Context: an optimization exercise on an open-source flow, tuned for small area, a short achievable clock period and few clock cycles. The choices shown serve that exercise and are no tape-out recipe. At most, simulation tests tie the RTL to the original design; equivalence was not proved. Power figures rest on the tool's default switching activity, not on a simulated workload. No driver is modelled on the clock port, so clocking that relies on it looks cheaper here than on a real chip.

==> flow/design.v (excerpt) <==
module box3x3_star_detect_top (
   input  logic                           clock,
   input  logic                           reset,
   input  logic                           req_valid,
   output logic                           req_ready,
   input  logic [b3sd_pkg::PIX_W-1:0]     req_pixel,
   output logic                           rsp_valid,
   input  logic                           rsp_ready,
   output logic                           rsp_star,
   output logic                           rsp_end_of_row,
   output logic                           rsp_end_of_frame,
   input  logic                           csr_valid,
   output logic                           csr_ready,
   input  logic [b3sd_pkg::CSR_IDX_W-1:0] csr_index,
   input  logic [b3sd_pkg::CSR_DATA_W-1:0] csr_data
);
Settings: LEC_CHECK=0, CAP_MARGIN=20, CORE_MARGIN=2, CORE_UTILIZATION=70, PLACE_DENSITY=0.72, SETUP_SLACK_MARGIN=3.2, SLEW_MARGIN=20; clock period 5.5 ns.
standard.sh (not shown) runs the stock make flow with config.mk's settings and CLKGATE_MAP_FILE= SYNTH_SCRIPT=/design/flow/synth_recipe.tcl, a recipe that flattens the netlist after the stock synthesis.
==> flow/flow/run.sh <==
#!/bin/bash
# Standard layout with plain buffers on the ports and no CTS dummy loads.
set -euo pipefail
export BUFFER_PORTS_ARGS="-buffer_cell sky130_fd_sc_hd__buf_2"
export CTS_ARGS="-sink_clustering_enable -repair_clock_nets -dont_use_dummy_load -sink_clustering_size 30 -sink_clustering_max_diameter 100"
bash standard.sh > standard.log 2>&1
Testbench counts at the start, summed over its fixed seeds: cycles 49,192.
==> next run, changes <==
--- a/flow/design.v
+++ b/flow/design.v
@@ -306,63 +306,68 @@
    logic s2_r, s2_star, s2_eor, s2_eof;
    always_ff @(posedge clock) begin
       s2_r    <= s1_r && !reset;
       s2_star <= star;
       s2_eor  <= s1_eor;
       s2_eof  <= s1_eof;
    end
    logic [QDEPTH-1:0] qv_ff;                  
    logic [2:0]        qe_ff [QDEPTH];
-   logic              ovn_ff;                 
+   logic              qvn0_ff;                
+   logic              ov_ff;                  
+   logic [QDEPTH-1:0] qv;
    logic [2:0]        oc_ff;                  
    logic [2:0]        oc_in;
    logic [QDEPTH-1:0] sv;
    logic [2:0]        se [QDEPTH];
    logic [2:0]        res_w;
    logic              pop, push;
    logic [QDEPTH-1:0] wh;
    assign res_w = {s2_star, s2_eor, s2_eof};
-   assign pop   = qv_ff[0] && rsp_ready;
+   assign qv    = {qv_ff[QDEPTH-1:1], !qvn0_ff};
+   assign pop   = qv[0] && rsp_ready;
    assign push  = s2_r;
    always_comb begin
       for (int i = 0; i < QDEPTH; i++) begin
          if (i == QDEPTH - 1) begin
-            sv[i] = pop ? 1'b0 : qv_ff[i];
+            sv[i] = pop ? 1'b0 : qv[i];
             se[i] = qe_ff[i];
          end else begin
-            sv[i] = pop ? qv_ff[i+1] : qv_ff[i];
+            sv[i] = pop ? qv[i+1] : qv[i];
             se[i] = pop ? qe_ff[i+1] : qe_ff[i];
          end
          wh[i] = push && !sv[i] && ((i == 0) || sv[(i == 0) ? 0 : i-1]);
       end
    end
    always_ff @(posedge clock) begin
       for (int i = 0; i < QDEPTH; i++) begin
          qe_ff[i] <= wh[i] ? res_w : se[i];
       end
    end
    always_comb begin
       if (pop) begin
-         oc_in = (push && !qv_ff[1]) ? res_w : qe_ff[1];
+         oc_in = (push && !qv[1]) ? res_w : qe_ff[1];
       end else begin
-         oc_in = (push && !qv_ff[0]) ? res_w : qe_ff[0];
+         oc_in = (push && !qv[0]) ? res_w : qe_ff[0];
       end
    end
    always_ff @(posedge clock) begin
       oc_ff <= oc_in;
    end
    always_ff @(posedge clock) begin
       if (reset) begin
          qv_ff  <= '0;
-         ovn_ff <= 1'b1;
+         qvn0_ff <= 1'b1;
+         ov_ff   <= 1'b0;
       end else begin
          qv_ff <= sv | wh;
-         ovn_ff <= !(sv[0] || wh[0]);
+         qvn0_ff <= !(sv[0] || wh[0]);
+         ov_ff   <= sv[0] || wh[0];
       end
    end
    logic [CAP-1:0] cr_ff;
    logic [CAP-1:0] cr_in;
    logic           add_tok;
    logic           rdy_out_ff;    
    logic           due_a, due_n, due, rdy_in;
    assign add_tok = accept && interior;
    always_comb begin
@@ -385,14 +390,14 @@
          rdy_out_ff <= 1'b1;
       end else begin
          cr_ff      <= cr_in;
          rdy_ff     <= rdy_in;
          rdy_out_ff <= accept ? (cr_in[0] && due_a && !(csr_valid || csr_v_q))
                               : (cr_in[0] && due_n && !(csr_valid || csr_v_q));
       end
    end
    assign req_ready        = rdy_out_ff;
-   assign rsp_valid        = !ovn_ff;
+   assign rsp_valid        = ov_ff;
    assign rsp_star         = oc_ff[2];
    assign rsp_end_of_row   = oc_ff[1];
    assign rsp_end_of_frame = oc_ff[0];
 endmodule
Maximum frequency shrinks by about 0.8%.
Via count shrinks by 0.91%.
Routed wire length shrinks by about 4.5%.
Cell area stays flat.
Non-clock buffer count stays the same.
Worst setup slack is worse by 0.017 ns.
Combinational power stays flat.
No functional check of the RTL was part of the second run of this note.


## rev 12
box3x3_star_detect_top, a different RTL version from the one above (not shown whole).
Size: about 1400 flip-flops, ~0.032 mm² of cells after synthesis.
==> flow/design.v (excerpt) <==
module box3x3_star_detect_top (
   input  logic                           clock,
   input  logic                           reset,
   input  logic                           req_valid,
   output logic                           req_ready,
   input  logic [b3sd_pkg::PIX_W-1:0]     req_pixel,
   output logic                           rsp_valid,
   input  logic                           rsp_ready,
   output logic                           rsp_star,
   output logic                           rsp_end_of_row,
   output logic                           rsp_end_of_frame,
   input  logic                           csr_valid,
   output logic                           csr_ready,
   input  logic [b3sd_pkg::CSR_IDX_W-1:0] csr_index,
   input  logic [b3sd_pkg::CSR_DATA_W-1:0] csr_data
);
Settings: LEC_CHECK=0, CAP_MARGIN=20, CORE_MARGIN=2, CORE_UTILIZATION=70, CTS_CLUSTER_DIAMETER=100, CTS_CLUSTER_SIZE=30, SETUP_SLACK_MARGIN=3.2, SLEW_MARGIN=20; clock period 5.5 ns.
Scripts as last shown in full above: flow/flow/run.sh
What rev 13 does differently from rev 12 at the input level:
--- a/flow/design.v
+++ b/flow/design.v
@@ -360,53 +360,37 @@
       end
    end
    logic [CAP-1:0] cr_ff;
    logic [CAP-1:0] cr_in;
    logic           add_tok;
    logic           rdy_out_ff;    
-   logic           due_a, due_n, rdy_in;
+   logic           due_a, due_n, due, rdy_in;
    assign add_tok = accept && interior;
    always_comb begin
       if (add_tok && !pop) begin
          cr_in = {1'b0, cr_ff[CAP-1:1]};
       end else if (!add_tok && pop) begin
          cr_in = {cr_ff[CAP-2:0], 1'b1};
       end else begin
          cr_in = cr_ff;
       end
    end
    assign due_a  = !lc_ff || lr_ff || c1_ff[7];
    assign due_n  = org_ff || (due_ff == c1_ff[6:0]);
-   logic pv11, pv10, pv01, pv00;
-   logic room_a1, room_a0;
-   assign room_a1 = interior ? cr_ff[0] : 1'b1;            
-   assign room_a0 = interior ? cr_ff[1] : cr_ff[0];        
-   assign pv11 = rdy_ff ? (qv_ff[0] ? (due_a && room_a1) : (due_a && room_a0))
-                        : (qv_ff[0] ? due_n : (due_n && cr_ff[0]));
-   assign pv10 = rdy_ff ? (due_a && room_a0) : (due_n && cr_ff[0]);
-   assign pv01 = qv_ff[0] ? due_n : (due_n && cr_ff[0]);
-   assign pv00 = due_n && cr_ff[0];
-   always_comb begin
-      if (csr_valid || csr_v_q) begin
-         rdy_in = 1'b0;
-      end else if (req_valid) begin
-         rdy_in = rsp_ready ? pv11 : pv10;
-      end else begin
-         rdy_in = rsp_ready ? pv01 : pv00;
-      end
-   end
+   assign due    = accept ? due_a : due_n;
+   assign rdy_in = cr_in[0] && due && !csr_valid && !csr_v_q;
    always_ff @(posedge clock) begin
       if (reset) begin
          cr_ff      <= '1;
          rdy_ff     <= 1'b1;
          rdy_out_ff <= 1'b1;
       end else begin
          cr_ff      <= cr_in;
          rdy_ff     <= rdy_in;
-         rdy_out_ff <= rsp_ready ? (!(csr_valid || csr_v_q) && (req_valid ? pv11 : pv01))
-                                 : (!(csr_valid || csr_v_q) && (req_valid ? pv10 : pv00));
+         rdy_out_ff <= accept ? (cr_in[0] && due_a && !(csr_valid || csr_v_q))
+                              : (cr_in[0] && due_n && !(csr_valid || csr_v_q));
       end
    end
    assign req_ready        = rdy_out_ff;
    assign rsp_valid        = !ovn_ff;
    assign rsp_star         = oc_ff[2];
    assign rsp_end_of_row   = oc_ff[1];
## What came out
Looking at rev 13 and rev 12, the instance area after placement is a wash. On number of nets in the final layout: between rev 13 and rev 12, it ends up lower for rev 13. Status: die area parity (rev 12, rev 13). Comparing rev 13 with rev 12, the final area came out essentially unchanged. There was hardly any difference in post-layout total power between rev 13 and rev 12. From rev 12 to rev 13 the numbers moved as follows: cell count moved down, synthesized area now sits at about the same level, global routing usage summed across all routing layers decreased by 0.35 points relative to the old numbers, part of the total power dissipated in combinational logic now smaller, number of CTS-inserted buffers held. Any difference in die height between rev 12 and rev 13 is small enough to ignore.
Testbench counts of rev 13, summed over its fixed seeds: cycles 49,192.
No functional check of the RTL was part of rev 12.


Setup of garnet:
box3x3_star_detect_top, a different RTL version from the one above (not shown whole).
Size in the first run: about 1400 flip-flops, ~32000 µm² of cells after synthesis.
export LEC_CHECK = 0
export CAP_MARGIN = 20
export CORE_MARGIN = 2
export CORE_UTILIZATION = 70
export CTS_CLUSTER_DIAMETER = 100
export CTS_CLUSTER_SIZE = 30
export SETUP_SLACK_MARGIN = 3.2
export SLEW_MARGIN = 20
create_clock -name core_clock -period 5.5 [get_ports {clock}]
Scripts as last shown in full above: flow/flow/run.sh
garnet | stages: all done | timing, DRC, antenna: all pass
Input-level comparison between indigo and garnet:
-- flow/design.v --
<<< garnet, line 339
   logic           add_tok;
   logic           rdy_out_ff;    
   logic           due_a, due_n, due, rdy_in;
   assign add_tok = accept && interior;
   always_comb begin
>>> indigo, line 339
   logic           add_tok;
   logic           rdy_out_ff;    
   logic           due_a, due_n, rdy_in;
   assign add_tok = accept && interior;
   always_comb begin
<<< garnet, line 352
   assign due_a  = !lc_ff || lr_ff || c1_ff[7];
   assign due_n  = org_ff || (due_ff == c1_ff[6:0]);
   assign due    = accept ? due_a : due_n;
   assign rdy_in = cr_in[0] && due && !csr_valid;
   always_ff @(posedge clock) begin
      if (reset) begin
>>> indigo, line 352
   assign due_a  = !lc_ff || lr_ff || c1_ff[7];
   assign due_n  = org_ff || (due_ff == c1_ff[6:0]);
   logic pv11, pv10, pv01, pv00;
   logic room_a1, room_a0;
   assign room_a1 = interior ? cr_ff[0] : 1'b1;            
   assign room_a0 = interior ? cr_ff[1] : cr_ff[0];        
   assign pv11 = rdy_ff ? (qv_ff[0] ? (due_a && room_a1) : (due_a && room_a0))
                        : (qv_ff[0] ? due_n : (due_n && cr_ff[0]));
   assign pv10 = rdy_ff ? (due_a && room_a0) : (due_n && cr_ff[0]);
   assign pv01 = qv_ff[0] ? due_n : (due_n && cr_ff[0]);
   assign pv00 = due_n && cr_ff[0];
   always_comb begin
      if (csr_valid) begin
         rdy_in = 1'b0;
      end else if (req_valid) begin
         rdy_in = rsp_ready ? pv11 : pv10;
      end else begin
         rdy_in = rsp_ready ? pv01 : pv00;
      end
   end
   always_ff @(posedge clock) begin
      if (reset) begin
<<< garnet, line 362
         cr_ff      <= cr_in;
         rdy_ff     <= rdy_in;
         rdy_out_ff <= accept ? (cr_in[0] && due_a && !csr_valid)
                              : (cr_in[0] && due_n && !csr_valid);
      end
   end
>>> indigo, line 378
         cr_ff      <= cr_in;
         rdy_ff     <= rdy_in;
         rdy_out_ff <= rsp_ready ? (!csr_valid && (req_valid ? pv11 : pv01))
                                 : (!csr_valid && (req_valid ? pv10 : pv00));
      end
   end
Notes after the runs:
Between garnet and indigo, the count of flip-flops and latches does not differ in any meaningful way.
Between indigo and garnet, total routing usage reported by global routing is lower for garnet, indigo comes in above that.
Power density over cell area: indigo vs garnet — no meaningful difference
On chip width, indigo tracks garnet almost exactly.
Design area grows slightly when moving from garnet to indigo.
No run of this note included a check of the RTL's function; only the layout flow was run.

-- static timing again, ports no longer ideal --
The results above use ideal ports. As a check the final layouts listed here were re-extracted and re-timed, cells and wires unchanged. Step 1: set_driving_cell puts a clkbuf_16 on clock and a buf_2 on each other input, an assumption about the parent block. Step 2, shift: input delay + t, output delay - t, t = (earliest + latest rising clock arrival at the registers) / 2. This alone moves slack from input paths to output paths. Slacks: ideal ports / drivers / drivers and shift; pairs: ideal ports / drivers.
run	shift t [ns]	slack for setup (ns)	cell pins on the clock port's net
the first run of note 1	0.666	3.320 / 3.261 / 2.777	1
the second run of note 1	0.665	3.303 / 3.249 / 2.698	1
rev 12	0.669	3.277 / 3.253 / 2.655	1
rev 13	0.670	3.312 / 3.253 / 2.777	1
garnet	0.665	3.270 / 3.212 / 2.745	1
indigo	0.663	3.268 / 3.278 / 2.642	1
After both steps setup and hold are still met in every run listed. For indigo, which loses most, drivers alone change the setup slack by +0.010 ns; drivers and shift together by -0.626 ns.
